This is an optimization exercise on Yosys and OpenROAD, whose aim is small area and a short achievable clock period, not a production implementation.
The RTL was checked by simulation tests, not by an equivalence proof against the original design.
Power figures rest on the tool's default switching activity, not on a simulated workload.

==> flow/design.v, too long to show whole: its modules and the start of the top module <==
// module axiLiteGainRegs: 79 lines
// module bandMixer: 14638 lines
// module mixBoothDigit: 14 lines
// module mixFullAdder: 10 lines
// module mixHalfAdder: 9 lines
// module dacSampleFormatter: 17 lines
// module equalizerTop: 65 lines
module equalizerTop (
    input  logic S_AXI_ACLK,
    input  logic S_AXI_ARESETN,
    input  logic [5:0] S_AXI_AWADDR,
    input  logic S_AXI_AWVALID,
    output logic S_AXI_AWREADY,
    input  logic [31:0] S_AXI_WDATA,
    input  logic S_AXI_WVALID,
    output logic S_AXI_WREADY,
    output logic [1:0] S_AXI_BRESP,
    output logic S_AXI_BVALID,
    input  logic S_AXI_BREADY,
    input  logic [5:0] S_AXI_ARADDR,
    input  logic S_AXI_ARVALID,
    output logic S_AXI_ARREADY,
    output logic [31:0] S_AXI_RDATA,
    output logic [1:0] S_AXI_RRESP,
    output logic S_AXI_RVALID,
    input  logic S_AXI_RREADY,
    input  logic [207:0] bandIn,       
    input  logic bandValid,
    output logic [15:0] dacWord,
    output logic dacChannel,
    output logic dacValid
);
  // ...
==> flow/flow/run.sh <==
#!/bin/bash
set -euo pipefail
SETUP_MARGIN=6.1
bash standard.sh "SETUP_SLACK_MARGIN=${SETUP_MARGIN}" \
    "BUFFER_PORTS_ARGS=-buffer_cell sky130_fd_sc_hd__buf_2" \
    finish > standard.log 2>&1
==> flow/standard.sh <==
#!/bin/bash
# synth_recipe.tcl (not shown) runs the flow's synth.tcl, then flattens the netlist and writes it again
# the make line also repeats each setting of config.mk as NAME=value (left out here)
make -C /OpenROAD-flow-scripts/flow DESIGN_CONFIG=/design/flow/config.mk WORK_HOME=/design/flow/orfs CLKGATE_MAP_FILE= SYNTH_SCRIPT=/design/flow/synth_recipe.tcl "${@:-finish}"
==> flow/config.mk <==
export PLATFORM = sky130hd
export DESIGN_NAME = equalizerTop
export DESIGN_NICKNAME = equalizerTop
export VERILOG_FILES = /design/flow/design.v
export SDC_FILE = /design/flow/constraint.sdc
export NUM_CORES = 4
export LEC_CHECK = 0
export CAP_MARGIN = 20
export CORE_MARGIN = 2
export CORE_UTILIZATION = 60
export CTS_BUF_LIST = sky130_fd_sc_hd__clkbuf_8
export SLEW_MARGIN = 20
export SYNTH_HIERARCHICAL = 1
export SYNTH_MINIMUM_KEEP_SIZE = 0
==> flow/constraint.sdc <==
create_clock -name core_clock -period 10.0 [get_ports {S_AXI_ACLK}]
set_input_delay 2.0000 -clock core_clock [delete_from_list [all_inputs] [get_ports {S_AXI_ACLK}]]
set_output_delay 2.0000 -clock core_clock [all_outputs]
set_load 0.01 [all_outputs]
==> run notes, run 1 <==
- The count of nets left with antenna violations once routing finished came out at 0.
- The netlist area before placement is 98500 µm².
- The leading cell type by number of instances after synthesis is xor2_1.
- For this block, wires on met1 add up to 144000 µm.
- The fraction of registers with async set or reset after synthesis is 0%.
- The area fraction in compound gates after synthesis is 15.6%.
- Setup slack closes at 5580 ps.
- Compared with the post-synthesis result, the final layout area differs by 10.5%.
- The number of global-route vias before repair is 73100.
- Measured along the y axis, the die boundary spans 409 µm.
- The post-route standard cell area excluding fillers is 109000 µm².
- The sum of overflow across all layers after global routing is 0.
- Measured on the finished design, the core utilization comes to 66.8%.
- In this run the static leakage power is 39.9 nW.
- Timing would allow up to 0.226 GHz.
- The final non-filler cell total is 11300.
- The worst endpoint required time is 10850 ps.
- The number of antenna violations at the first check in global routing is 25.
- After detailed placement, the design holds a cell count of 10900.
- Sequential cells make up 18.5% of the cell area.
- The worst ir drop on vdd is 0.000663 V.
- The count of yosys warnings during synthesis is 9.
- The final critical path time including I/O delays and setup is 4420 ps.
- The global-route usage over all layers is 44.2%.
- The total stage count of the critical path is 8.
- Buffers outside the clock tree occupy 2.61% of the routed design's cell area.
- In this run the tightest slew margin relative to its limit is 25.0%.
- At the pin with the least slew margin, the transition time is 1120 ps.
- For this run, the register share of the synthesized area comes to 20.3%.
- The run finished with no timing, DRC or antenna violations.
- The combinational family with the most area after synthesis is adder cells.
- The worst hold path begins at mixer.v1.
- The wire length reported by the detailed router is 371000 µm.
- The largest share of the power goes to combinational logic.
- For flop-to-flop paths, the worst setup slack is 5580 ps.
- For this run, design rule violations remaining after detail routing come to 0.
- The family with the most delay on the worst path is adder cells.
- The share of layout cells above drive strength 1 is 23.5%.
- The most numerous cell on the critical path is fa_1.
- The largest individual stage delay along the critical path comes from the cell fa_2.
- The well tap count is 2175.
==> run 2: changes to the inputs <==
==> flow/flow/run.sh (replaced) <==
#!/bin/bash
set -euo pipefail
SETUP_MARGIN=6.3
bash standard.sh "SETUP_SLACK_MARGIN=${SETUP_MARGIN}" \
    "BUFFER_PORTS_ARGS=-buffer_cell sky130_fd_sc_hd__buf_2" \
    finish > standard.log 2>&1
==> run notes, run 2 <==
- The end point of the worst hold path is mixer.mixValid (unchanged).
- The final critical path time including I/O delays and setup is 4570 ps (was 4420 ps).
- The classification of the worst-slack hold path is reg -> reg (unchanged).
- The number of setup violations in the final report was 0 (unchanged).
- The mean cell area of the mapped netlist is 10.6 µm² (unchanged).
- The worst-margin pin slew is 1290 ps (was 1120 ps).
- The maximum clock frequency is 0.219 GHz (was 0.226 GHz).
- The most common library cell in the layout ignoring fill and taps is a22oi_1 (unchanged).
- The final sum of negative setup slack is 0 ps (unchanged).
- The worst-case reg-to-reg path depth is 8 (unchanged).
- The reg-to-reg startpoint is mixer.r1[110] (was mixer.r1[111]).
- The startpoint-to-endpoint class of the critical path was reg -> reg (unchanged).
- The height of the die came to 409 µm (unchanged).
- The clock insertion delay at the later pin of the skew report is 1020 ps (was 990 ps).
- The placement row count was 148 (unchanged).
- The headroom to the max-slew limit is 13.5% (was 25.0%).
- The number of nets in the finished design is 11300 (was 11000).
- The vias per cell is 6.56 (was 6.53).
- The worst ir drop on vdd was 0.000673 V (was 0.000663 V).
- The startpoint of the tightest hold check path is mixer.v1 (unchanged).
- The top register by number of flip-flops is mixer.r1 (unchanged).
- The detail-routed net length per standard cell is 33.6 µm (was 32.7 µm).
- The count of yosys warnings during synthesis came to 9 (unchanged).
- The number of optimization iterations in the first detailed-route pass is 7 (unchanged).
- Synth area leaders: fa_1, dfxtp_1, xor2_1 (unchanged).
- The area inside the core boundary is 163000 µm² (unchanged).
- The number of antenna violations at the first check in global routing is 35 (was 25).
- The launching element type of the critical path is a flop (unchanged).
- The power density relative to cell area was 163 nW/µm² (was 173 nW/µm²).
- The HPWL reported at the end of detailed placement was 317000 µm (was 309000 µm).
- The starting density of the core is 60.4% (unchanged).
- The I/O pin count came to 319 (unchanged).
- The fraction of registers with async set or reset after synthesis came to 0% (unchanged).
- RSZ-0062 raised after global routing: true (unchanged).
- The number of synthesized flops with an enable pin was 16 (unchanged).
- The global-route usage over all layers is 46.4% (was 44.2%).
- The TritonCTS clock tree was yes (unchanged).
- The share of layout cells above drive strength 1 is 33.2% (was 23.5%).
- The number of buffers created by CTS came to 182 (was 175).
- The layout filler cell count is 11700 (was 12700).
- The post-route antenna net violation count is 0 (unchanged).
- The count of unresolved DRC violations after routing is 0 (unchanged).
- The level count of the clock H-tree is 4 (unchanged).
- The cell at the root of the clock tree is clkbuf_8 (unchanged).
- The leakage power summed over all cells was 42.0 nW (was 39.9 nW).
- The die width is 409 µm (unchanged).
- The minimum setup slack among reg-to-reg paths is 5430 ps (was 5580 ps).
- The number of distinct library cell variants in the gate-level netlist after synthesis was 80 (unchanged).
- The most frequently used flop master after synthesis is dfxtp_1 (unchanged).
- The total of buffers placed on input and output ports came to 298 (unchanged).
- The top fanout value on the critical path is 1 (unchanged).
- The synthesis-to-layout area growth is 17.6% (was 10.5%).
- The final number of max-transition violations is 0 (unchanged).
- The number of DRC markers in iteration 0 came to 10500 (was 9040).
- Outcome: finished clean (unchanged).
- The die outline area is 167000 µm² (unchanged).
- The number of max-capacitance violations reported was 0 (unchanged).
- The wire length reported by the detailed router is 391000 µm (was 371000 µm).
- The number of global-route vias before repair is 75200 (was 73100).
- The clock slew at the register clock pins of the worst setup and hold paths is 70 ps (was 60 ps).
- The quantity of hold-fixing buffers added after cts is 0 (unchanged).
- The routed via count came to 76400 (was 74000).
- The worst endpoint required time is 10860 ps (was 10850 ps).
- The sequential fraction of the synthesis area came to 20.3% (unchanged).
- The synthesized instance count was 9322 (unchanged).
- The hold violation count in the final report is 0 (unchanged).
- The endpoint of the worst register-to-register path is mixer.r2[4] (unchanged).
- The worst hold-check slack is 439 ps (was 433 ps).
- The cell type contributing the most total cell area after synthesis is fa_1 (unchanged).
- The post-route clock skew is 75.3 ps (was 50.4 ps).
- Highest-count cells in the layout ignoring fill and taps: a22oi_1, xor2_1, dfxtp_1 (was a22oi_1, xor2_1, fa_1).
- The cell depth of the worst hold path is 1 (unchanged).
- Biggest registers after layout: mixer.r1: 711 flops, gainRegs.gains: 208 flops, mixer.r2: 31 flops (unchanged).
- The area share of the largest cell type after synthesis is 31.1% (unchanged).
- The maximum number of pins on one net before global-route repair was 90 (was 136).
- The leading cell type by number of instances after synthesis is xor2_1 (unchanged).
- The sum of overflow across all layers after global routing is 0 (unchanged).
- The netlist area before placement is 98500 µm² (unchanged).
- The wire length of the first global-routing pass is 547000 µm (was 525000 µm).
- The flip-flop and latch count after synthesis is 989 (unchanged).
- The share of the clock period used by the worst path after layout is 45.7% (was 44.2%).
- The maximum root-to-sink buffer count is 3 (unchanged).
- The number of flip-flops under the largest register name came to 711 (unchanged).
- The worst endpoint data arrival time is 5430 ps (was 5270 ps).
- The last weighted congestion value of the routability-driven placer is 1.13 (was 1.09).
- Synth cell count leaders: xor2_1, a22oi_1, fa_1 (unchanged).
- The number of clock sinks is 989 (unchanged).
- The category of the worst setup path capture point is a flop (unchanged).
[run 2: cell counts after synthesis]
No cell type changed its count.
[run 2: worst max-delay path: stages, from the launching register on]
cell and delay [ps]:
dfxtp_4 390, fa_1 580, fa_1 450, fa_2 580
fa_1 450, fa_1 520, fa_1 450, fa_1 540
fa_1 450
[run 2: worst max path at each step]
stage / slack [ps] / cells past startpoint / to / start
2_1_floorplan: 5830 / 8 / mixer.r2[4] / mixer.r1[100]
3_3_place_gp: 4740 / 6 / mixer.r1[58] / bandIn[12]
3_5_place_dp: 4750 / 6 / mixer.r1[58] / bandIn[12]
4_1_cts: 5490 / 8 / mixer.r2[4] / mixer.r1[106]
5_1_grt: 5460 / 8 / mixer.r2[4] / mixer.r1[110]
6_report: 5430 / 8 / mixer.r2[4] / mixer.r1[110]
[run 2: cell type report]
type	count	area (µm²)	share of cell area (%)
Clock buffer	221	3040	2.63
Tap cell	2175	2720	2.35
Multi-Input combinational cell	6964	81200	70.1
Sequential cell	989	20100	17.4
Clock inverter	113	1100	0.953
Timing Repair Buffer	704	5890	5.09
Antenna cell	26	65.1	0.0562
Inverter	448	1690	1.45
[run 2: per-layer routing]
layer  global-route usage (%)  wire length [µm]  vias up
li1                         -                 -    31100
met1                     61.1            145000    39200
met2                     66.8            165000     4896
met3                     14.3             48100     1168
met4                     29.2             31900       30
met5                        0               230        -
[run 2: report_power, final]
| part | switching [mW] | total, mW | internal [mW] |
|---|---|---|---|
| Combinational | 5.31 | 9.43 | 4.12 |
| Sequential | 0.364 | 4.92 | 4.56 |
| Clock | 2.02 | 4.49 | 2.48 |
[run 2: cells by family after synthesis]
kind of cell	count (synthesis)	synth area share [%]
AO/OA/AOI/OAI	1995	15.6
adder cells (fa/ha/maj)	1805	34.5
XOR/XNOR	1679	14.9
buffers and inverters	1410	5.80
AND/OR/NAND/NOR	1329	7.52
flip-flops	989	20.3
multiplexers	113	1.36
other	2	0.00763
[run 2: timing repair]
action,CTS,global route
setup buffers,132,252
endpoints found under the setup margin,162,119
gates resized for setup,202,147
pin swaps,20,40
[run 2: through the flow]
stage | setup slack (ps) | area, µm² | std cells | util, % | total power, mW
floorplan | 5830 | 109000 | 9363 | - | 10.6
global placement | 4740 | 106000 | 10900 | 65.3 | 13.5
detailed placement | 4750 | 106000 | 10900 | 65.3 | 13.6
CTS | 5490 | 113000 | 11400 | 69.1 | 18.5
global route | 5460 | 116000 | 11600 | 71.1 | 19.8
finish | 5430 | 116000 | 11600 | 71.1 | 18.8
[run 2: per-module statistics from Yosys, one instance, submodules excluded, a selection]
module	cell area [µm²]	flip-flops and latches	cells inside	copies in the design
mixBoothDigit	52.6	0	6	104
bandMixer	51900	761	5990	1
mixHalfAdder	12.5	0	1	23
axiLiteGainRegs	10200	226	1152	1
mixFullAdder	20.0	0	1	1527
dacSampleFormatter	71.3	2	6	1

-- static timing again, ports no longer ideal --
Ports are ideal in the flow. The routed layouts listed here were re-timed in OpenROAD. Step 1 sets driving cells, clkbuf_16 on the clock port and buf_2 on the other inputs (assumed; they add their load-dependent delay and slew). Step 2 times the ports against the registers' clock, not the clock port: input delays grow and output delays shrink by t, the midpoint of the rising clock arrivals with the driver on. Three values: ideal ports, drivers, drivers and shift; two values: the first two.
run	t (ns)	slack for setup (ns)	hold slack, ns	worst slew at a driven data input, ns
run 1	1.051	5.576 / 5.576 / 4.935	0.433 / 0.433 / 0.433	0.15
run 2	1.075	5.428 / 5.428 / 5.153	0.439 / 0.439 / 0.439	0.15
After both steps setup and hold are still met in every run listed. The setup slack of run 1, which loses most, moves by 0.000 ns with the drivers and by -0.641 ns with both steps.
